Background: an optimization exercise with open tools, aiming at small area, a short achievable clock period and few clock cycles. Do not read the settings as production practice. No functional check of the RTL was part of any run shown here. Power and IR drop assume default switching activity.

$ cat flow/design.v
module instr_decoder (
    input  logic [16-1:0] instruction,
    output logic [3:0]              cls
);
    localparam logic [3:0] C_NOP = 4'd0, C_ADD = 4'd1, C_ADC = 4'd2, C_SUB = 4'd3,
                           C_AND = 4'd4, C_EOR = 4'd5, C_OR  = 4'd6, C_MOV = 4'd7,
                           C_LDI = 4'd8, C_NEG = 4'd9, C_LD  = 4'd10, C_ST = 4'd11;
    always_comb begin
        casez (instruction)
            16'b0000_11??_????_????: cls = C_ADD;
            16'b0001_11??_????_????: cls = C_ADC;
            16'b0001_10??_????_????: cls = C_SUB;
            16'b0010_00??_????_????: cls = C_AND;
            16'b0010_01??_????_????: cls = C_EOR;
            16'b0010_10??_????_????: cls = C_OR;
            16'b0010_11??_????_????: cls = C_MOV;
            16'b1110_????_????_????: cls = C_LDI;
            16'b1001_010?_????_0001: cls = C_NEG;
            16'b1000_000?_????_0000: cls = C_LD;
            16'b1000_001?_????_0000: cls = C_ST;
            default:                 cls = C_NOP;
        endcase
    end
endmodule
module register_file (
    input  logic                       clk,
    input  logic                       clear,
    input  logic [5-1:0] a_addr,
    input  logic [5-1:0] b_addr,
    output logic [8-1:0]     a_data,
    output logic [8-1:0]     b_data,
    output logic [8-1:0]     zl_data,
    output logic [8-1:0]     zh_data,
    input  logic                       wr_en,
    input  logic [5-1:0] wr_addr,
    input  logic [8-1:0]     wr_data
);
    logic [2**5-1:0][8-1:0] regs;
    logic [8-1:0] wd;
    assign wd = wr_data & {8{~clear}};
    always_ff @(posedge clk) begin
        for (int i = 0; i < 2**5; i++)
            if (clear || (wr_en && wr_addr == i[5-1:0]))
                regs[i] <= wd;
    end
    assign a_data  = regs[a_addr];
    assign b_data  = regs[b_addr];
    assign zl_data = regs[30];
    assign zh_data = regs[31];
endmodule
module alu (
    input  logic                   arith,     
    input  logic                   invr,      
    input  logic                   sel_sum,   
    input  logic                   sel_and,
    input  logic                   sel_or,
    input  logic                   sel_y,     
    input  logic [8-1:0] x,         
    input  logic [8-1:0] y,
    input  logic                   cin,
    output logic [8-1:0] result,
    output logic                   cout,
    output logic                   zero
);
    localparam int W = 8;
    logic [W:0]   c0, c1, c;
    logic [W-1:0] yr, s, g, t, k, zb;
    always_comb begin
        yr = y ^ {W{invr}};
        g  = x & y;
        t  = x | y;
        c0[0] = 1'b0;
        c1[0] = 1'b1;
        for (int i = 0; i < W; i++) begin
            c0[i+1] = g[i] | (t[i] & c0[i]);
            c1[i+1] = g[i] | (t[i] & c1[i]);
        end
        c = cin ? c1 : c0;
        for (int i = 0; i < W; i++)
            s[i] = x[i] ^ (yr[i] ^ (c[i] & arith));
    end
    assign cout = c[W];
    assign result = ({W{sel_sum}} & s)
                  | ({W{sel_and}} & g)
                  | ({W{sel_or}}  & t)
                  | ({W{sel_y}}   & y);
    always_comb begin
        k = {(invr ? g[W-2:0] : t[W-2:0]), cin} & {W{arith}};
        for (int i = 0; i < W; i++)
            zb[i] = x[i] ^ (yr[i] ^ k[i]);
    end
    assign zero = (sel_sum & (zb == '0))
                | (sel_and & (g == '0))
                | (sel_or  & (t == '0))
                | (sel_y   & (y == '0));
endmodule
module avr_core (
    input  logic                    clk,
    input  logic                    reset,
    output logic [10-1:0]    program_counter,
    input  logic [16-1:0] instruction,
    output logic [16-1:0]  bus_addr,
    output logic [8-1:0]  bus_wdata,
    input  logic [8-1:0]  bus_rdata,
    output logic                    mem_we,
    output logic                    mem_oe
);
    localparam logic [3:0] C_NOP = 4'd0, C_ADD = 4'd1, C_ADC = 4'd2, C_SUB = 4'd3,
                           C_AND = 4'd4, C_EOR = 4'd5, C_OR  = 4'd6, C_MOV = 4'd7,
                           C_LDI = 4'd8, C_NEG = 4'd9, C_LD  = 4'd10, C_ST = 4'd11;
    logic [3:0]  f_cls;
    logic [3:0]  r_cls;
    logic [11:0] r_raw;
    instr_decoder i_dec (
        .instruction (instruction),
        .cls         (f_cls)
    );
    always_ff @(posedge clk or posedge reset) begin
        if (reset) begin
            program_counter <= '0;
            r_cls           <= C_NOP;
        end else begin
            program_counter <= program_counter + 1'b1;
            r_cls           <= f_cls;
        end
    end
    always_ff @(posedge clk)
        r_raw <= instruction[11:0];
    logic [4:0] a_addr, b_addr;
    logic [7:0] a_data, b_data, zl, zh;
    logic [7:0] a_val, b_val;
    logic [7:0] e_result;
    logic       e_wr, e_ld, e_cupd;
    logic [4:0] e_rd;
    logic [7:0] e_x, e_y;
    logic       e_arith, e_invr, e_sel_sum, e_sel_and, e_sel_or, e_sel_y;
    logic       e_cin1, e_cinc;
    logic       carry;
    assign a_addr = r_raw[8:4];
    assign b_addr = {r_raw[9], r_raw[3:0]};
    register_file i_regs (
        .clk     (clk),
        .clear   (reset),
        .a_addr  (a_addr),
        .b_addr  (b_addr),
        .a_data  (a_data),
        .b_data  (b_data),
        .zl_data (zl),
        .zh_data (zh),
        .wr_en   (e_wr),
        .wr_addr (e_rd),
        .wr_data (e_result)
    );
    assign a_val = (e_wr && e_rd == a_addr) ? e_result : a_data;
    assign b_val = (e_wr && e_rd == b_addr) ? e_result : b_data;
    logic       r_sum_ops;
    assign r_sum_ops = (r_cls == C_ADD) || (r_cls == C_ADC) || (r_cls == C_SUB) || (r_cls == C_NEG);
    always_ff @(posedge clk or posedge reset) begin
        if (reset) begin
            e_wr   <= 1'b0;
            e_ld   <= 1'b0;
            e_cupd <= 1'b0;
        end else begin
            e_wr   <= (r_cls != C_NOP) && (r_cls != C_ST);
            e_ld   <= (r_cls == C_LD);
            e_cupd <= r_sum_ops;
        end
    end
    always_ff @(posedge clk) begin
        e_rd   <= (r_cls == C_LDI) ? {1'b1, r_raw[7:4]} : r_raw[8:4];
        e_x    <= a_val ^ {8{(r_cls == C_SUB) || (r_cls == C_NEG)}};
        case (r_cls)
            C_LDI:   e_y <= {r_raw[11:8], r_raw[3:0]};
            C_NEG:   e_y <= 8'h00;
            default: e_y <= b_val;
        endcase
        e_arith   <= r_sum_ops;
        e_invr    <= (r_cls == C_SUB);
        e_sel_sum <= r_sum_ops || (r_cls == C_EOR);
        e_sel_and <= (r_cls == C_AND);
        e_sel_or  <= (r_cls == C_OR);
        e_sel_y   <= (r_cls == C_MOV) || (r_cls == C_LDI);
        e_cin1    <= (r_cls == C_NEG);
        e_cinc    <= (r_cls == C_ADC);
    end
    logic [7:0] alu_result;
    logic       alu_cout, alu_zero, e_zero;
    logic       zh_zero, zl_ok, zh_zero_n, zl_ok_n, zwin_n;
    logic       oe_q, we_q;
    alu i_alu (
        .arith   (e_arith),
        .invr    (e_invr),
        .sel_sum (e_sel_sum),
        .sel_and (e_sel_and),
        .sel_or  (e_sel_or),
        .sel_y   (e_sel_y),
        .x       (e_x),
        .y       (e_y),
        .cin     (e_cin1 | (e_cinc & carry)),
        .result  (alu_result),
        .cout    (alu_cout),
        .zero    (alu_zero)
    );
    assign zh_zero_n = (e_wr && e_rd == 31) ? e_zero : zh_zero;
    assign zl_ok_n   = (e_wr && e_rd == 30) ? (e_result[7] ^ e_result[6]) : zl_ok;
    assign zwin_n    = zh_zero_n & zl_ok_n;
    always_ff @(posedge clk or posedge reset) begin
        if (reset) begin
            zh_zero <= 1'b1;
            zl_ok   <= 1'b0;
            oe_q    <= 1'b0;
            we_q    <= 1'b0;
        end else begin
            zh_zero <= zh_zero_n;
            zl_ok   <= zl_ok_n;
            oe_q    <= (r_cls == C_LD) && zwin_n;
            we_q    <= (r_cls == C_ST) && zwin_n;
        end
    end
    assign e_result = e_ld ? (bus_rdata & {8{oe_q}}) : alu_result;
    assign e_zero   = e_ld ? ((bus_rdata & {8{oe_q}}) == 8'h00) : alu_zero;
    always_ff @(posedge clk or posedge reset) begin
        if (reset)
            carry <= 1'b0;
        else if (e_cupd)
            carry <= alu_cout ^ e_cin1;
    end
    assign bus_addr  = {zh, zl};
    assign bus_wdata = e_x;
    assign mem_we    = we_q;
    assign mem_oe    = oe_q;
endmodule
$ cat flow/flow/run.sh
#!/bin/bash
# Standard layout, with plain buffers (instead of delay cells) on the ports.
# Synthesis runs first, exactly as the standard flow does it.
set -euo pipefail
bash standard.sh synth > synth.log 2>&1
export BUFFER_PORTS_ARGS="-buffer_cell sky130_fd_sc_hd__buf_2"
bash standard.sh finish > finish.log 2>&1
$ cat flow/standard.sh
#!/bin/bash
# synth_recipe.tcl (not shown) runs the flow's synth.tcl, then flattens the netlist and writes it again
# the make line also repeats each setting of config.mk as NAME=value (left out here)
make -C /OpenROAD-flow-scripts/flow DESIGN_CONFIG=/design/flow/config.mk WORK_HOME=/design/flow/orfs CLKGATE_MAP_FILE= SYNTH_SCRIPT=/design/flow/synth_recipe.tcl "${@:-finish}"
$ cat flow/config.mk
export PLATFORM = sky130hd
export DESIGN_NAME = avr_core
export DESIGN_NICKNAME = avr_core
export VERILOG_FILES = /design/flow/design.v
export SDC_FILE = /design/flow/constraint.sdc
export NUM_CORES = 4
export LEC_CHECK = 0
export CAP_MARGIN = 20
export CORE_MARGIN = 2
export CORE_UTILIZATION = 40
export CTS_BUF_LIST = sky130_fd_sc_hd__clkbuf_4 sky130_fd_sc_hd__clkbuf_8
export SETUP_SLACK_MARGIN = 2.5
export SLEW_MARGIN = 20
$ cat flow/constraint.sdc
create_clock -name core_clock -period 5.0 [get_ports {clk}]
set_input_delay 1.0000 -clock core_clock [delete_from_list [all_inputs] [get_ports {clk}]]
set_output_delay 1.0000 -clock core_clock [all_outputs]
set_load 0.01 [all_outputs]
==> impl_metrics.ini, run 1 <==
[clock_tree]
cts_max_path_buffers = 3
cts_hold_buffers = 0
cts_tree = done
path_clk_slew_ns = 0.07
cts_buffers = 51
insertion_delay_ns = 0.60
cts-root-buf = clkbuf_8
htreeDepth = 2
clkSinkCount = 319

[outcome]
outcome = complete, no violations

[setup_path]
timing.rr.start = e_x[7]
setup.worst_path.start_class = flip-flop
cp.depth = 10
crit_required_ns = 5.46
slowest_stage = xor3_2
cpPeakStageDelay_ns = 0.45
crit_buf_inv = 3
worstPathCellList = xor3_2 > nand3_2 > or3_1 > a32o_1 > a32oi_2 > buf_4 > o31ai_4 > buf_12 > nor2_4 > clkbuf_16
r2r_setup_slack_ns = 2.38
timing.rr.end = i_regs.regs[71]
endpoint_kind = flip-flop
cp-endpoint = i_regs.regs[71]
critPathLaunch = e_x[7]
r2r.worst_path.cells = 10
cp_data_arrival_time_ns = 3.08
critical_path_class = reg -> reg
worst_path_dominant_cell_family = simple AND/OR/NAND/NOR gates
cp_max_fo = 8

[power_and_ir_drop]
ir_drop_mv = 0.1665
p_leak_nw = 7.019
total_power_mw = 7.101
powerDensity_mw_per_mm2 = 365.4

[sta]
drv_slew = 0
max_freq_mhz = 381.7
slew_headroom = 0.2493
fin_tns_setup_ns = 0
timing.final.hold_violations = 0
whs_ns = 0.4519
period_share = 0.5239
setup_violations = 0
post-route-min-period_ns = 2.620
tightest_slew_ns = 1.119
fin_skew_ns = 0.02076
rsz0062_at_grt = true

[finish]
layout.cells.most_common_list = edfxtp_1, mux4_2, nand2_1
diodes = 0
final_common_cell = edfxtp_1
nets = 1161
finalNonFillerCells = 1694
utilization = 0.4993
area_growth_pct = 22.55
drive_gt1_frac = 0.4354

[yosys]
postSynthAreaPerCell_sq_um = 15.57
syn_area_sq_mm = 0.01586
synthArstFlopShare = 0.06897
synthCells = 1018
yosysUniqueCellTypes = 65
syn_nets = 1045
synth_ff_type = edfxtp_1
synth_seq_cells = 319
yosys_warnings = 4
synth_edf_count = 256
yosysSeqAreaShare = 0.5714

[place]
placedCellCount = 1522
gp_congestion = 0.8971
hpwl_microns = 27760
port_buffers = 61

[die]
die_x_microns = 203.1
num_rows = 72
die_area_sq_mm = 0.04125
core_sq_mm = 0.03892
ios = 62
die_y_microns = 203.1
start_util = 0.4074

[routing]
via_per_inst = 6.103
drt_pre_antenna_iters = 5
drtIter0Drc = 905
drc_errors = 0
antenna_left = 0
vias = 10340
wl_microns = 47680
routedWlPerCell_microns = 28.15

[global_routing]
grt_pass1_wl_microns = 68290
grt-ovfl-total = 0
grt_max_degree = 55
grt_usage = 0.2276
antenna_found_initial = 1
first_global_vias = 10110

[hold_path]
hold_path_class = reg -> reg
hold_path_depth = 1

[run]
max-cap-violations = 0
cells in the mapped netlist, drive strengths merged, types with 4 or more instances:
master | count | share of area
nand4 | 4 | 0.0016
o22ai | 7 | 0.0028
xnor2 | 27 | 0.015
nor3 | 16 | 0.0051
o31ai | 4 | 0.0019
or3 | 5 | 0.0020
nand3 | 27 | 0.0088
or2 | 11 | 0.0043
nand2 | 78 | 0.018
nand2b | 8 | 0.0032
a31oi | 4 | 0.0016
clkbuf | 48 | 0.011
dfrtp | 21 | 0.033
o21ai | 31 | 0.0098
xor2 | 22 | 0.012
inv | 11 | 0.0026
nor2b | 15 | 0.0059
o21a | 6 | 0.0028
mux2 | 4 | 0.0028
mux4 | 160 | 0.23
a211oi | 14 | 0.0066
nor4 | 9 | 0.0036
dfxtp | 41 | 0.052
nor2 | 32 | 0.0076
a21oi | 33 | 0.010
edfxtp | 256 | 0.48
a22o | 7 | 0.0039
and3 | 7 | 0.0028
a21o | 10 | 0.0047
buf | 51 | 0.020
final cells by class:
type,instances,area (sq um)
inverter,11,43.79
clock buffer,69,874.6
clock inverter,26,249.0
sequential,319,9124
tap,518,648.1
timing repair buffer,159,1837
fill,3251,19490
multi-input combinational,592,6655
how the worst min path moves through the flow:
stage / to / slack [ns] / startpoint
after floorplan: e_rd[2] / 0.33 / r_raw[6]
after global placement: carry / 0.44 / e_cupd
after detailed placement: carry / 0.45 / e_cupd
after CTS: carry / 0.46 / e_cupd
after global routing: carry / 0.48 / e_cupd
final: carry / 0.45 / e_cupd
registers in the layout, indices dropped and copies added (netlist names), 4 cells and up:
| name | cells |
|---|---|
| e_rd | 5 |
| e_x | 8 |
| e_y | 8 |
| i_regs.regs | 256 |
| program_counter | 10 |
| r_cls | 4 |
| r_raw | 12 |
power by group:
part / internal, mW / switching [mW] / total (mW)
clock network: 1.40 / 1.06 / 2.46
logic: 0.667 / 0.641 / 1.31
registers: 3.14 / 0.201 / 3.34
total: 5.20 / 1.90 / 7.10
stage by stage:
stage,area [sq um],setup WS (ns)
after floorplan,15880,2.333
after global placement,16570,1.649
after detailed placement,16580,1.617
after CTS,18900,2.388
after global routing,19430,2.309
final,19430,2.380
kinds of logic after synthesis:
group / share of synthesized area
compound gates: 0.06045
buf+inv: 0.03409
mux: 0.2320
flops: 0.5714
xor+xnor: 0.03062
simple gates: 0.06873
fa+ha+maj: 0.002683
worst reg2reg max path, delay by kind of cell, from the launching register on:
kind / cells / cell delay, ns
DFF: 1 / 0.35
AOI/OAI and AO/OA: 3 / 0.54
and+or+nand+nor: 3 / 0.62
xor gates and xnor gates: 1 / 0.45
buffers and inverters: 3 / 0.52
repair_timing:
item / in CTS / in global routing
hold endpoints to repair: 0 / 0
setup buffers: 41 / 15
endpoints found under the setup margin: 341 / 226
gates cloned: 13 / 7
pin swaps: 22 / 25
resized for setup: 86 / 56
layer usage:
layer / part of all wire / wire [microns] / GRT usage / vias to the layer above
li1: - / - / - / 4335
met1: 0.38 / 18070 / 0.2982 / 5344
met2: 0.50 / 23770 / 0.3832 / 545
met3: 0.081 / 3881 / 0.03547 / 112
met4: 0.041 / 1946 / 0.08785 / 2
met5: 0.00029 / 14 / 0 / -
==> inputs of run 2 (changes only) <==
--- a/flow/config.mk
+++ b/flow/config.mk
@@ -8,6 +8,8 @@
 export CAP_MARGIN = 20
 export CORE_MARGIN = 2
 export CORE_UTILIZATION = 40
-export CTS_BUF_LIST = sky130_fd_sc_hd__clkbuf_4 sky130_fd_sc_hd__clkbuf_8
+export CTS_BUF_LIST = sky130_fd_sc_hd__clkbuf_8 sky130_fd_sc_hd__clkbuf_16
+export CTS_CLUSTER_DIAMETER = 100
+export CTS_CLUSTER_SIZE = 30
 export SETUP_SLACK_MARGIN = 2.5
 export SLEW_MARGIN = 20
==> impl_metrics.ini, run 2 <==
[outcome]
outcome = complete, no violations

[die]
num_rows = 72
die_area_sq_mm = 0.04125
die_x_microns = 203.1
core_sq_mm = 0.03892
start_util = 0.4074
ios = 62
die_y_microns = 203.1

[finish]
layout.cells.most_common_list = edfxtp_1, mux4_2, nand2_1
nets = 1105
fillers = 3343
area_growth_pct = 15.36
diodes = 0
regMostFlops = i_regs.regs
final_common_cell = edfxtp_1
largest_reg_flops = 256
multiInputGateArea_sq_mm = 0.006573
drive_gt1_frac = 0.3840
regArea_sq_mm = 0.009115
top_regs = i_regs.regs: 256 flops, r_raw: 12 flops, program_counter: 10 flops

[place]
port_buffers = 61
hpwl_microns = 27760
gp_congestion = 0.8971

[global_routing]
grt_use_met3 = 0.03499
grt_usage = 0.2205
grt-ovfl-total = 0
first_global_vias = 9615
met1_usage = 0.2922
top_usage_layer = met2
antenna_found_initial = 0
globalRouteMet2Util = 0.3726
grt_max_degree = 55
grt_pass1_wl_microns = 66140

[routing]
antenna_left = 0
via_per_inst = 6.143
routedWlPerCell_microns = 28.37
drtIter0Drc = 863
drc_errors = 0
drt_pre_antenna_iters = 7
vias = 9854
wl_microns = 45500

[setup_path]
setup.worst_path.start_class = flip-flop
r2r_setup_slack_ns = 2.44
critical_path_class = reg -> reg
cp_data_arrival_time_ns = 2.95
cp_max_fo = 16
crit_required_ns = 5.38
r2r.worst_path.cells = 10
timing.rr.start = e_x[7]
timing.rr.end = i_regs.regs[255]
endpoint_kind = flip-flop

[sta]
rsz0062_at_grt = true
max_freq_mhz = 389.9
post-route-min-period_ns = 2.565
timing.final.hold_violations = 0
fin_skew_ns = 0.01657
fin_tns_setup_ns = 0
slew_headroom = 0.3151
drv_slew = 0
period_share = 0.5130
setup_violations = 0
tightest_slew_ns = 1.026

[yosys]
synth_edf_count = 256
yosys-top-cells-area = edfxtp_1, mux4_2, dfxtp_1
synth_ff_type = edfxtp_1
yosys.area_share.adder = 0.002683
synth_seq_cells = 319
synth_compound_area_frac = 0.06045
synthArstFlopShare = 0.06897
synth_top_family_by_area = multiplexers
synth_top_area_share = 0.4848
yosysTopAreaCell = edfxtp_1
postSynthAreaPerCell_sq_um = 15.57
synthTopCellsByCount = edfxtp_1, mux4_2, nand2_1
synth_mux_area_frac = 0.2320
synthCells = 1018
syn_nets = 1045
yosysSeqAreaShare = 0.5714
yosysMostFrequentCell = edfxtp_1
yosys_warnings = 4
syn_area_sq_mm = 0.01586
synth_xor_area_frac = 0.03062
yosysUniqueCellTypes = 65
synth_simple_gate_area_frac = 0.06873

[clock_tree]
path_clk_slew_ns = 0.12
cts-root-buf = clkbuf_16
clkSinkCount = 319
cts_hold_buffers = 0
insertion_delay_ns = 0.52
cts_buffers = 14
cts_max_path_buffers = 3
cts_tree = done
htreeDepth = 1

[hold_path]
hp-start = e_cupd
hold_path_class = reg -> reg
min_to = carry
hold_path_depth = 1

[power_and_ir_drop]
p_sw_mw = 1.627
cellInternalPower_mw = 4.305
sw_frac_of_total = 0.2743
total_power_mw = 5.932
combPwrFrac = 0.208
p_leak_nw = 6.468
power_frac_clock = 0.231
powerDensity_mw_per_mm2 = 324.3
seqPwrFrac = 0.561
ir_drop_mv = 0.1967

[run]
max-cap-violations = 0
-- run 2: cell types whose count changed in the layout (fill, tap and decap cells not counted), sizes merged --
cell	change
clkinv	-19
bufinv	-5
inv	+9
buf	-16
clkinvlp	-2
clkbuf	-57
-- run 2: per-stage QoR --
stage               hold WS, ns  setup slack, ns  utilization  std cells  area [sq um]
floorplan                0.3258            2.333            -       1018         15880
CTS                      0.4713            2.461       0.4629       1589         18010
global route             0.4903            2.394       0.4700       1604         18290
finish                   0.4578            2.435       0.4700       1604         18290
detailed placement       0.4550            1.617       0.4262       1522         16580
global placement         0.4433            1.649       0.4257       1521         16570
-- run 2: worst max-delay path: stages, from the launching register on --
cell	delay, ns
dfxtp_4	0.38
xor3_2	0.45
nand3_2	0.10
or3_1	0.35
a32o_1	0.27
a32oi_2	0.20
buf_4	0.17
o31ai_4	0.08
buf_12	0.15
nor2_4	0.11
buf_12	0.15
-- run 2: routing by layer --
metal	part of all wire	wire, microns
met5	0	0
met4	0.033	1507
met3	0.073	3319
met2	0.50	22900
met1	0.39	17770
-- run 2: worst max-delay path by stage --
stage          startpoint               end  slack (ns)
4_1_cts            e_x[7]    i_regs.regs[7]        2.46
5_1_grt          r_raw[4]            e_x[4]        2.39
3_5_place_dp       e_invr  i_regs.regs[191]        1.62
3_3_place_gp       e_invr  i_regs.regs[175]        1.65
2_1_floorplan      e_invr  i_regs.regs[103]        2.33
6_report           e_x[7]  i_regs.regs[255]        2.44
-- run 2: logic make-up after synthesis --
group,count (synthesis)
flip-flops,319
AND/OR/NAND/NOR,223
multiplexers,167
AO/OA/AOI/OAI,144
buffers and inverters,110
XOR/XNOR,51
adder cells (fa/ha/maj),4
-- run 2: power by group through the flow --
stage / logic, mW / registers (mW) / clock network, mW
finish: 1.23 / 3.33 / 1.37
detailed placement: 0.967 / 3.40 / 0
floorplan: 0.788 / 3.26 / 0
global route: 1.30 / 3.35 / 1.47
global placement: 0.969 / 3.39 / 0
CTS: 1.19 / 3.32 / 1.40
-- run 2: final cells by class --
cell class	instances	share of cell area
clock inverters	9	0.002257
clock buffers	15	0.02052
inverters	11	0.002394
well taps	518	0.03544
multi-input cells	592	0.3594
repair buffers	140	0.08168
flip-flops and latches	319	0.4984
-- run 2: repair_timing --
item / CTS / global route
cloned: 12 / 2
pin swaps: 23 / 16
buffers inserted: 31 / 13
gates resized for setup: 86 / 30
setup endpoints to repair: 467 / 242
==> inputs of run 3 (changes only) <==
--- a/flow/config.mk
+++ b/flow/config.mk
@@ -10,6 +10,6 @@
 export CORE_UTILIZATION = 40
 export CTS_BUF_LIST = sky130_fd_sc_hd__clkbuf_8 sky130_fd_sc_hd__clkbuf_16
 export CTS_CLUSTER_DIAMETER = 100
-export CTS_CLUSTER_SIZE = 30
+export CTS_CLUSTER_SIZE = 24
 export SETUP_SLACK_MARGIN = 2.5
 export SLEW_MARGIN = 20
==> impl_metrics.ini, run 3 <==
[outcome]
outcome = complete, no violations

[finish]
regMostFlops = i_regs.regs
finalInstanceArea_sq_mm = 0.01870
top_regs = i_regs.regs: 256 flops, r_raw: 12 flops, program_counter: 10 flops
layout.cells.most_common_list = edfxtp_1, mux4_2, nand2_1
utilization = 0.4805
drive_gt1_frac = 0.4076
largest_reg_flops = 256
finalNonFillerCells = 1623
area_growth_pct = 17.95
final_common_cell = edfxtp_1
nets = 1120
fillers = 3297

[yosys]
synth_compound_area_frac = 0.06045
synth_seq_cells = 319
yosysSeqAreaShare = 0.5714
postSynthAreaPerCell_sq_um = 15.57
synth_top_family_by_area = multiplexers
synth_mux_area_frac = 0.2320
yosysMostFrequentCell = edfxtp_1
synth_xor_area_frac = 0.03062
syn_area_sq_mm = 0.01586
synth_top_area_share = 0.4848
syn_nets = 1045
yosys.area_share.adder = 0.002683
yosysUniqueCellTypes = 65
synthCells = 1018
yosys_warnings = 4
yosysTopAreaCell = edfxtp_1
synthTopCellsByCount = edfxtp_1, mux4_2, nand2_1
synth_edf_count = 256
yosys-top-cells-area = edfxtp_1, mux4_2, dfxtp_1
synth_simple_gate_area_frac = 0.06873
synthArstFlopShare = 0.06897
synth_ff_type = edfxtp_1

[sta]
drv_slew = 0
max_freq_mhz = 380.8
fin_tns_setup_ns = 0
post-route-min-period_ns = 2.626
period_share = 0.5252
whs_ns = 0.4563
slew_headroom = 0.3005
tightest_slew_ns = 1.045
setup_violations = 0
fin_skew_ns = 0.03138
setup_ws_ns = 2.374
timing.final.hold_violations = 0
rsz0062_at_grt = true

[routing]
drtIter0Drc = 993
vias = 9956
drt_pre_antenna_iters = 5
drc_errors = 0
routedWlPerCell_microns = 28.09
wl_microns = 45590
antenna_left = 0
via_per_inst = 6.134

[global_routing]
grt_pass1_wl_microns = 65940
grt-ovfl-total = 0
grt_usage = 0.2192
grt_max_degree = 55
first_global_vias = 9792
antenna_found_initial = 0

[setup_path]
r2r_setup_slack_ns = 2.37
critPathLaunch = e_x[7]
setup.worst_path.start_class = flip-flop
endpoint_kind = flip-flop
timing.rr.end = i_regs.regs[151]
r2r.worst_path.cells = 10
cp_max_fo = 8
critical_path_class = reg -> reg
timing.rr.start = e_x[7]
cp_data_arrival_time_ns = 3.03
crit_required_ns = 5.40

[hold_path]
hp-start = e_cupd
min_to = carry
hold_path_depth = 1
hold_path_class = reg -> reg

[clock_tree]
htreeDepth = 1
path_clk_slew_ns = 0.11
clkSinkCount = 319
cts_hold_buffers = 0
insertion_delay_ns = 0.53
cts_buffers = 17
cts_max_path_buffers = 3
cts-root-buf = clkbuf_16
cts_tree = done

[power_and_ir_drop]
seqPwrFrac = 0.546
ir_drop_mv = 0.1825
combPwrFrac = 0.210
power_frac_clock = 0.244
total_power_mw = 6.112
powerDensity_mw_per_mm2 = 326.8
p_sw_mw = 1.683
cellInternalPower_mw = 4.428
sw_frac_of_total = 0.2754
p_leak_nw = 6.665

[die]
die_x_microns = 203.1
die_y_microns = 203.1
start_util = 0.4074
core_sq_mm = 0.03892
num_rows = 72
die_area_sq_mm = 0.04125
ios = 62

[place]
hpwl_microns = 27760
port_buffers = 61
placedCellCount = 1522
place_ws_ns = 1.617
gp_congestion = 0.8971
dpl_cell_area_sq_mm = 0.01658

[run]
max-cap-violations = 0
run 3: repair_timing:
item                                    4_1_cts  5_1_grt
gates resized for setup                      95       55
endpoints found under the setup margin      462      258
cloned                                       11        3
pin swaps                                    28       28
buffers inserted                             42       14
run 3: cell families (layout without fill, tap and decap cells):
logic type      count (synthesis)  count (layout)
flops                         319             319
simple gates                  223             226
mux                           167             167
compound gates                144             144
buf+inv                       110             193
xor+xnor                       51              51
fa+ha+maj                       4               4
other cells                     0               1
run 3: worst max-delay path, stage by stage (launching register included):
cell and delay (ns):
dfxtp_4 0.38, xor3_2 0.44, nand3_2 0.10, or3_1 0.36, a32o_1 0.27, a32oi_2 0.19, buf_4 0.18, o31ai_4 0.08
buf_12 0.16, nor2_4 0.17, clkbuf_16 0.18
run 3: cell type report:
cell class	count	area (sq um)	area share
Sequential cell	319	9129	0.4881
Clock inverter	13	70.07	0.003747
Inverter	11	43.79	0.002342
Tap cell	518	648.1	0.03466
Multi-Input combinational cell	592	6694	0.3579
Clock buffer	17	425.4	0.02275
Timing Repair Buffer	152	1689	0.09032
Antenna cell	1	2.502	0.0001338
run 3: how the worst max path moves through the flow:
stage               cells past startpoint          endpoint  slack [ns]
global route                           10  i_regs.regs[151]        2.35
finish                                 10  i_regs.regs[151]        2.37
global placement                        8  i_regs.regs[175]        1.65
CTS                                    10              we_q        2.46
floorplan                               8  i_regs.regs[103]        2.33
detailed placement                      8  i_regs.regs[191]        1.62
run 3: power groups by stage:
stage	clock network [mW]	logic [mW]	registers, mW
after global placement	0	0.969	3.39
final	1.49	1.28	3.33
after global routing	1.60	1.35	3.36
after floorplan	0	0.788	3.26
after CTS	1.52	1.18	3.32
after detailed placement	0	0.967	3.40
run 3: per-layer routing:
metal | track usage | routed length [microns]
met1 | 0.2867 | 17580
met2 | 0.3704 | 22740
met3 | 0.03740 | 3543
met4 | 0.07795 | 1730
met5 | 0 | 0
==> inputs of run 4 (changes only) <==
--- a/flow/config.mk
+++ b/flow/config.mk
@@ -10,6 +10,8 @@
 export CORE_UTILIZATION = 40
 export CTS_BUF_LIST = sky130_fd_sc_hd__clkbuf_8 sky130_fd_sc_hd__clkbuf_16
 export CTS_CLUSTER_DIAMETER = 100
-export CTS_CLUSTER_SIZE = 24
+export CTS_CLUSTER_SIZE = 26
+export GPL_ROUTABILITY_DRIVEN = 0
+export PLACE_DENSITY = 0.8
 export SETUP_SLACK_MARGIN = 2.5
 export SLEW_MARGIN = 20
==> impl_metrics.ini, run 4 <==
[outcome]
outcome = complete, no violations

[yosys]
yosys_warnings = 4
syn_area_sq_mm = 0.01586
synth_top_area_share = 0.4848
synth_edf_count = 256
yosysMostFrequentCell = edfxtp_1
yosysUniqueCellTypes = 65
synth_seq_cells = 319
yosysTopAreaCell = edfxtp_1
synthCells = 1018
synthTopCellsByCount = edfxtp_1, mux4_2, nand2_1
synthArstFlopShare = 0.06897
syn_nets = 1045
yosysSeqAreaShare = 0.5714
yosys-top-cells-area = edfxtp_1, mux4_2, dfxtp_1
synth_ff_type = edfxtp_1
postSynthAreaPerCell_sq_um = 15.57

[die]
ios = 62
start_util = 0.4074
core_sq_mm = 0.03892
num_rows = 72
die_y_microns = 203.1
die_area_sq_mm = 0.04125
die_x_microns = 203.1

[setup_path]
slowest_stage = mux4_2
cp_max_fo = 5
worstPathCellList = buf_4 > buf_16 > mux4_2 > mux4_2 > nor2b_2 > a211oi_2 > a21oi_1 > a22o_1
timing.rr.end = e_y[3]
endpoint_kind = flip-flop
crit_required_ns = 5.43
cp_data_arrival_time_ns = 3.04
critical_path.most_common_cell = mux4_2
worst_path_dominant_cell_family = multiplexers
timing.rr.start = r_raw[0]
r2r.worst_path.cells = 8
setup.worst_path.start_class = flip-flop
crit_buf_inv = 2
r2r_setup_slack_ns = 2.39
critical_path_class = reg -> reg
cpPeakStageDelay_ns = 0.55

[finish]
area_growth_pct = 16.56
drive_gt1_frac = 0.3951
regMostFlops = i_regs.regs
nets = 1113
top_regs = i_regs.regs: 256 flops, r_raw: 12 flops, program_counter: 10 flops
largest_reg_flops = 256
final_common_cell = edfxtp_1
layout.cells.most_common_list = edfxtp_1, mux4_2, nand2_1
finalNonFillerCells = 1617
fillers = 3123

[place]
hpwl_microns = 26390
placedCellCount = 1517
port_buffers = 61

[clock_tree]
cts_tree = done
path_clk_slew_ns = 0.11
htreeDepth = 1
insertion_delay_ns = 0.53
clkSinkCount = 319
cts_max_path_buffers = 3
cts_hold_buffers = 0
cts_buffers = 16
cts-root-buf = clkbuf_16

[global_routing]
grt_usage = 0.2112
grt_pass1_wl_microns = 64870
grt-ovfl-total = 0
grt_max_degree = 55
antenna_found_initial = 2
first_global_vias = 9945

[sta]
tightest_slew_ns = 1.138
timing.final.hold_violations = 0
post-route-min-period_ns = 2.608
max_freq_mhz = 383.4
rsz0062_at_grt = true
drv_slew = 0
slew_headroom = 0.2360
fin_tns_setup_ns = 0
setup_violations = 0
fin_skew_ns = 0.02551
period_share = 0.5217

[routing]
antenna_left = 0
vias = 10440
via_per_inst = 6.458
drtIter0Drc = 1503
drc_errors = 0
wl_microns = 45160
drt_pre_antenna_iters = 8
routedWlPerCell_microns = 27.93

[power_and_ir_drop]
ir_drop_mv = 0.2616
p_leak_nw = 6.528
powerDensity_mw_per_mm2 = 331.0

[hold_path]
hp-start = e_cupd
min_to = carry
hold_path_depth = 1
hold_path_class = reg -> reg

[run]
max-cap-violations = 0
## run 4: worst register-to-register path: cells and delay by family, from the launching register on
kind,cells,cell delay [ns]
AND/OR/NAND/NOR,1,0.20
flip-flops,1,0.41
multiplexers,2,1.03
AO/OA/AOI/OAI,3,0.58
buffers and inverters,2,0.30
## run 4: cell type report
cell class              instances  area (sq um)  share of cell area
diodes                          3         7.507           0.0004062
clock buffers                  17         425.4             0.02302
clock inverters                11         56.30            0.003047
inverters                      11         43.79            0.002370
multi-input cells             592          6726              0.3640
flip-flops and latches        319          9123              0.4936
well taps                     518         648.1             0.03507
repair buffers                146          1450             0.07847
## run 4: per-layer routing
metal / up-vias / part of all wire / global-route usage
li1: 4201 / - / -
met1: 5244 / 0.33 / 0.2715
met2: 828 / 0.49 / 0.3518
met3: 169 / 0.12 / 0.03933
met4: 0 / 0.059 / 0.09228
met5: - / 0 / 0
## run 4: repair_timing
action,4_1_cts,5_1_grt
buffers inserted,33,21
pin swaps,22,17
resized for setup,74,59
setup endpoints to repair,373,187
gates cloned,8,6
## run 4: stage by stage
step           utilization  hold WS (ns)  setup WS, ns  total power, mW  cell area (sq um)
6_report            0.4749        0.4494         2.392            6.116              18480
5_1_grt             0.4747        0.4825         2.357            6.291              18480
4_1_cts             0.4584        0.4507         2.443            5.933              17840
3_5_place_dp        0.4248        0.4361         1.260            4.344              16530
3_3_place_gp        0.4246        0.4265         1.431            4.295              16530
2_1_floorplan            -        0.3258         2.333            4.043              15880
## run 4: cells by family (layout without fill, tap and decap cells)
logic type | count (synthesis) | in the layout | synth area share
fa+ha+maj | 4 | 4 | 0.002683
simple gates | 223 | 226 | 0.06873
other cells | 0 | 3 | 0
mux | 167 | 167 | 0.2320
flops | 319 | 319 | 0.5714
xor+xnor | 51 | 51 | 0.03062
buf+inv | 110 | 185 | 0.03409
compound gates | 144 | 144 | 0.06045
## run 4: power breakdown
part           internal (mW)  switching, mW  leakage (nW)
clock network          0.633          0.843         0.270
logic                  0.646          0.663          2.99
registers               3.13          0.201          3.27
total                   4.41           1.71          6.53
## run 4: how the worst max path moves through the flow
stage          depth (start not counted)          endpoint      from  slack [ns]
2_1_floorplan                          8  i_regs.regs[103]    e_invr        2.33
3_3_place_gp                           7  i_regs.regs[119]    e_invr        1.43
3_5_place_dp                           7  i_regs.regs[119]    e_invr        1.26
4_1_cts                                8            e_y[1]  r_raw[0]        2.44
5_1_grt                                8            e_y[3]  r_raw[0]        2.36
6_report                               8            e_y[3]  r_raw[0]        2.39
==> inputs of run 5 (changes only) <==
--- a/flow/design.v
+++ b/flow/design.v
@@ -31,17 +31,25 @@
     output logic [8-1:0]     b_data,
     output logic [8-1:0]     zl_data,
     output logic [8-1:0]     zh_data,
-    input  logic                       wr_en,
+    input  logic                       wr_en,      
     input  logic [5-1:0] wr_addr,
-    input  logic [8-1:0]     wr_data
+    input  logic [8-1:0]     wr_data,
+    input  logic                       zl_wr,
+    input  logic                       zh_wr,
+    input  logic [8-1:0]     z_data
 );
     logic [2**5-1:0][8-1:0] regs;
-    logic [8-1:0] wd;
+    logic [8-1:0] wd, zd;
     assign wd = wr_data & {8{~clear}};
+    assign zd = z_data & {8{~clear}};
     always_ff @(posedge clk) begin
-        for (int i = 0; i < 2**5; i++)
+        for (int i = 0; i < 30; i++)
             if (clear || (wr_en && wr_addr == i[5-1:0]))
                 regs[i] <= wd;
+        if (clear || zl_wr)
+            regs[30] <= zd;
+        if (clear || zh_wr)
+            regs[31] <= zd;
     end
     assign a_data  = regs[a_addr];
     assign b_data  = regs[b_addr];
@@ -132,6 +140,10 @@
     logic [7:0] e_result;
     logic       e_wr, e_ld, e_cupd;
     logic [4:0] e_rd;
+    logic       e_wz;
+    logic       w_wr;
+    logic [4:0] w_rd;
+    logic [7:0] w_data;
     logic [7:0] e_x, e_y;
     logic       e_arith, e_invr, e_sel_sum, e_sel_and, e_sel_or, e_sel_y;
     logic       e_cin1, e_cinc;
@@ -147,12 +159,21 @@
         .b_data  (b_data),
         .zl_data (zl),
         .zh_data (zh),
-        .wr_en   (e_wr),
-        .wr_addr (e_rd),
-        .wr_data (e_result)
+        .wr_en   (w_wr),
+        .wr_addr (w_rd),
+        .wr_data (w_data),
+        .zl_wr   (e_wr && e_rd == 30),
+        .zh_wr   (e_wr && e_rd == 31),
+        .z_data  (e_result)
     );
-    assign a_val = (e_wr && e_rd == a_addr) ? e_result : a_data;
-    assign b_val = (e_wr && e_rd == b_addr) ? e_result : b_data;
+    always_comb begin
+        if (e_wr && e_rd == a_addr)      a_val = e_result;
+        else if (w_wr && w_rd == a_addr) a_val = w_data;
+        else                             a_val = a_data;
+        if (e_wr && e_rd == b_addr)      b_val = e_result;
+        else if (w_wr && w_rd == b_addr) b_val = w_data;
+        else                             b_val = b_data;
+    end
     logic       r_sum_ops;
     assign r_sum_ops = (r_cls == C_ADD) || (r_cls == C_ADC) || (r_cls == C_SUB) || (r_cls == C_NEG);
     always_ff @(posedge clk or posedge reset) begin
@@ -168,6 +189,7 @@
     end
     always_ff @(posedge clk) begin
         e_rd   <= (r_cls == C_LDI) ? {1'b1, r_raw[7:4]} : r_raw[8:4];
+        e_wz   <= (r_cls == C_LDI) ? (r_raw[7:5] == 3'b111) : (r_raw[8:5] == 4'b1111);
         e_x    <= a_val ^ {8{(r_cls == C_SUB) || (r_cls == C_NEG)}};
         case (r_cls)
             C_LDI:   e_y <= {r_raw[11:8], r_raw[3:0]};
@@ -229,4 +251,14 @@
     assign bus_wdata = e_x;
     assign mem_we    = we_q;
     assign mem_oe    = oe_q;
-endmodule
+    always_ff @(posedge clk or posedge reset) begin
+        if (reset)
+            w_wr <= 1'b0;
+        else
+            w_wr <= e_wr && !e_wz;
+    end
+    always_ff @(posedge clk) begin
+        w_rd   <= e_rd;
+        w_data <= e_result;
+    end
+endmodule
==> flow/run.sh (new file) <==
#!/bin/bash
# synth_recipe.tcl (not shown) runs the flow's synth.tcl, then flattens the netlist and writes it again
# the make line also repeats each setting of config.mk as NAME=value (left out here)
make -C /OpenROAD-flow-scripts/flow DESIGN_CONFIG=/design/flow/config.mk WORK_HOME=/design/flow/orfs CLKGATE_MAP_FILE= SYNTH_SCRIPT=/design/flow/synth_recipe.tcl finish
==> flow/config.mk (replaced) <==
export PLATFORM = sky130hd
export DESIGN_NAME = avr_core
export DESIGN_NICKNAME = avr_core
export VERILOG_FILES = /design/flow/design.v
export SDC_FILE = /design/flow/constraint.sdc
export NUM_CORES = 4
export LEC_CHECK = 0
export CAP_MARGIN = 20
export CORE_MARGIN = 2
export CORE_UTILIZATION = 40
export CTS_BUF_LIST = sky130_fd_sc_hd__clkbuf_4 sky130_fd_sc_hd__clkbuf_8
export SETUP_SLACK_MARGIN = 2.5
export SLEW_MARGIN = 20
removed: flow/flow/run.sh
removed: flow/standard.sh
==> impl_metrics.ini, run 5 <==
[routing]
wl_microns = 48450
drtIter0Drc = 1283
drc_errors = 0
antenna_left = 0
routedWlPerCell_microns = 26.65
routed-wl-met3_microns = 4417
met2WireLength_microns = 22780
wl_met1_microns = 19480
via_per_inst = 6.011
topRoutingLayerUsed = met5
drt_pre_antenna_iters = 8
vias = 10930

[outcome]
outcome = complete, no violations

[die]
ios = 62
die_x_microns = 208.5
die_area_sq_mm = 0.04345
num_rows = 74
die_y_microns = 208.5
start_util = 0.4077
core_sq_mm = 0.04102

[yosys]
synth_top_area_share = 0.4597
synth_xor_area_frac = 0.03188
yosys_warnings = 4
yosys.area_share.adder = 0.002544
synthCells = 1122
yosys-top-cells-area = edfxtp_1, mux4_2, dfxtp_1
synth_ff_type = edfxtp_1
synth_compound_area_frac = 0.06301
yosysTopAreaCell = edfxtp_1
synth_edf_count = 256
synthArstFlopShare = 0.06886
synthTopCellsByCount = edfxtp_1, mux4_2, nand2_1
yosysUniqueCellTypes = 70
synth_mux_area_frac = 0.2295
yosysSeqAreaShare = 0.5601
syn_area_sq_mm = 0.01672
yosysMostFrequentCell = edfxtp_1
synth_simple_gate_area_frac = 0.07677
synth_top_family_by_area = multiplexers
syn_nets = 1149
synth_seq_cells = 334
postSynthAreaPerCell_sq_um = 14.90

[finish]
area_growth_pct = 20.12
layout.cells.most_common_list = edfxtp_1, mux4_2, nand2_1
final_common_cell = edfxtp_1
drive_gt1_frac = 0.3406
finalNonFillerCells = 1818
nets = 1267
diodes = 0
top_regs = i_regs.regs: 256 flops, r_raw: 12 flops, program_counter: 10 flops
largest_reg_flops = 256
regMostFlops = i_regs.regs

[place]
gp_congestion = 0.8767
placedCellCount = 1649
port_buffers = 61
hpwl_microns = 30940

[clock_tree]
cts_hold_buffers = 0
cts_buffers = 54
htreeDepth = 2
cts-root-buf = clkbuf_8
path_clk_slew_ns = 0.07
clkSinkCount = 334
cts_tree = done
cts_max_path_buffers = 3
insertion_delay_ns = 0.61

[setup_path]
setup.worst_path.start_class = flip-flop
endpoint_kind = flip-flop
cp_max_fo = 5
critical_path_class = reg -> reg
crit_required_ns = 5.48
cp_data_arrival_time_ns = 3.13

[sta]
drv_slew = 0
tightest_slew_ns = 0.9140
rsz0062_at_grt = true
fin_tns_setup_ns = 0
timing.final.hold_violations = 0
post-route-min-period_ns = 2.641
setup_violations = 0
max_freq_mhz = 378.6
period_share = 0.5283
fin_skew_ns = 0.03385
slew_headroom = 0.3879

[power_and_ir_drop]
p_leak_nw = 7.330
ir_drop_mv = 0.1610
powerDensity_mw_per_mm2 = 353.4

[global_routing]
grt_pass1_wl_microns = 71570
antenna_found_initial = 1
grt_max_degree = 33
grt-ovfl-total = 0
first_global_vias = 10760
grt_usage = 0.2221

[run]
max-cap-violations = 0

[hold_path]
hold_path_class = reg -> reg
[run 5: layout make-up]
| cell class | count | area, sq um |
|---|---|---|
| flip-flops and latches | 334 | 9445 |
| fillers | 3465 | 20930 |
| clock inverters | 30 | 187.7 |
| repair buffers | 164 | 1738 |
| clock buffers | 72 | 897.1 |
| inverters | 18 | 70.07 |
| well taps | 532 | 665.6 |
| multi-input cells | 668 | 7082 |
[run 5: metal layers]
metal | track usage | vias up
met3 | 0.04725 | 98
met4 | 0.08658 | 2
met1 | 0.3041 | 5574
li1 | - | 4674
met5 | 0 | -
met2 | 0.3485 | 580
[run 5: power by group]
part	switching (mW)	total, mW	internal, mW
Clock	1.09	2.37	1.27
Sequential	0.230	3.47	3.24
Combinational	0.639	1.26	0.621
Total	1.96	7.10	5.14
[run 5: cells by family (layout without fill, tap and decap cells)]
logic type	count (synthesis)	in the layout
flops	334	334
xor+xnor	60	60
mux	188	188
fa+ha+maj	4	4
buf+inv	120	284
compound gates	159	159
simple gates	257	257
[run 5: what timing repair did]
action                                  CTS  global route
resized for setup                       108            59
endpoints found under the setup margin   82            40
setup buffers                            33            27
pin swaps                                 6            17
endpoints found under the hold margin     0             0
cloned                                    5             2
[run 5: path summary, 6_finish.rpt]
path | from | end | slack [ns] | cells past startpoint
setup / recovery | r_raw[0] | e_y[7] | 2.36 | 9
hold / removal | e_wz | w_wr | 0.38 | 1
setup reg to reg | r_raw[0] | e_y[7] | 2.36 | 9
hold reg to reg | e_wz | w_wr | 0.38 | 1
max in group asynchronous | reset | zh_zero | 3.46 | 4
min in group asynchronous | reset | w_wr | 1.23 | 4
[run 5: through the flow]
stage	hold WS (ns)	util	area (sq um)	setup WS, ns	power (mW)
floorplan	0.3258	-	16720	2.531	4.194
global placement	0.3792	0.4320	17720	1.792	4.561
detailed placement	0.3831	0.4340	17800	1.781	4.583
CTS	0.3866	0.4763	19540	2.351	7.028
global route	0.4113	0.4897	20090	2.254	7.376
finish	0.3839	0.4897	20090	2.359	7.099
[run 5: critical path, cell delays in order (launching register included)]
cell and delay, ns:
dfxtp_4 0.42, buf_12 0.14, buf_4 0.11, mux4_2 0.56, mux4_2 0.55, mux2i_1 0.20
nor2_1 0.06, a21oi_1 0.20, mux2i_1 0.11, a22o_1 0.19

separate check: timing with driven ports:
No port has a modelled driver above. Below, the same layouts with a new extraction and two added sets of constraints.
Step 1 (the two cells are an assumption about what drives the block):
set clk [get_ports {clk}]
set_driving_cell -lib_cell sky130_fd_sc_hd__clkbuf_16 $clk
set_driving_cell -lib_cell sky130_fd_sc_hd__buf_2 [delete_from_list [all_inputs] $clk]
Step 2 also shifts input and output timing later by t, the mid clock arrival at the registers, as if the neighbouring blocks saw the same clock.
a / b / c = no drivers / after step 1 / after step 2; a / b = the first two.
run | t, ns | setup WS [ns] | worst data-port slew with drivers (ns)
run 1 | 0.639 | 2.380 / 2.380 / 1.828 | 0.06
run 2 | 0.555 | 2.435 / 2.435 / 1.947 | 0.06
run 3 | 0.562 | 2.374 / 2.374 / 1.953 | 0.07
run 4 | 0.570 | 2.392 / 2.392 / 1.888 | 0.09
run 5 | 0.637 | 2.359 / 2.359 / 2.033 | 0.04
After both steps every run listed still meets setup and hold. For run 1, which loses most, drivers alone change the setup slack by 0.000 ns; drivers and shift together by -0.552 ns.
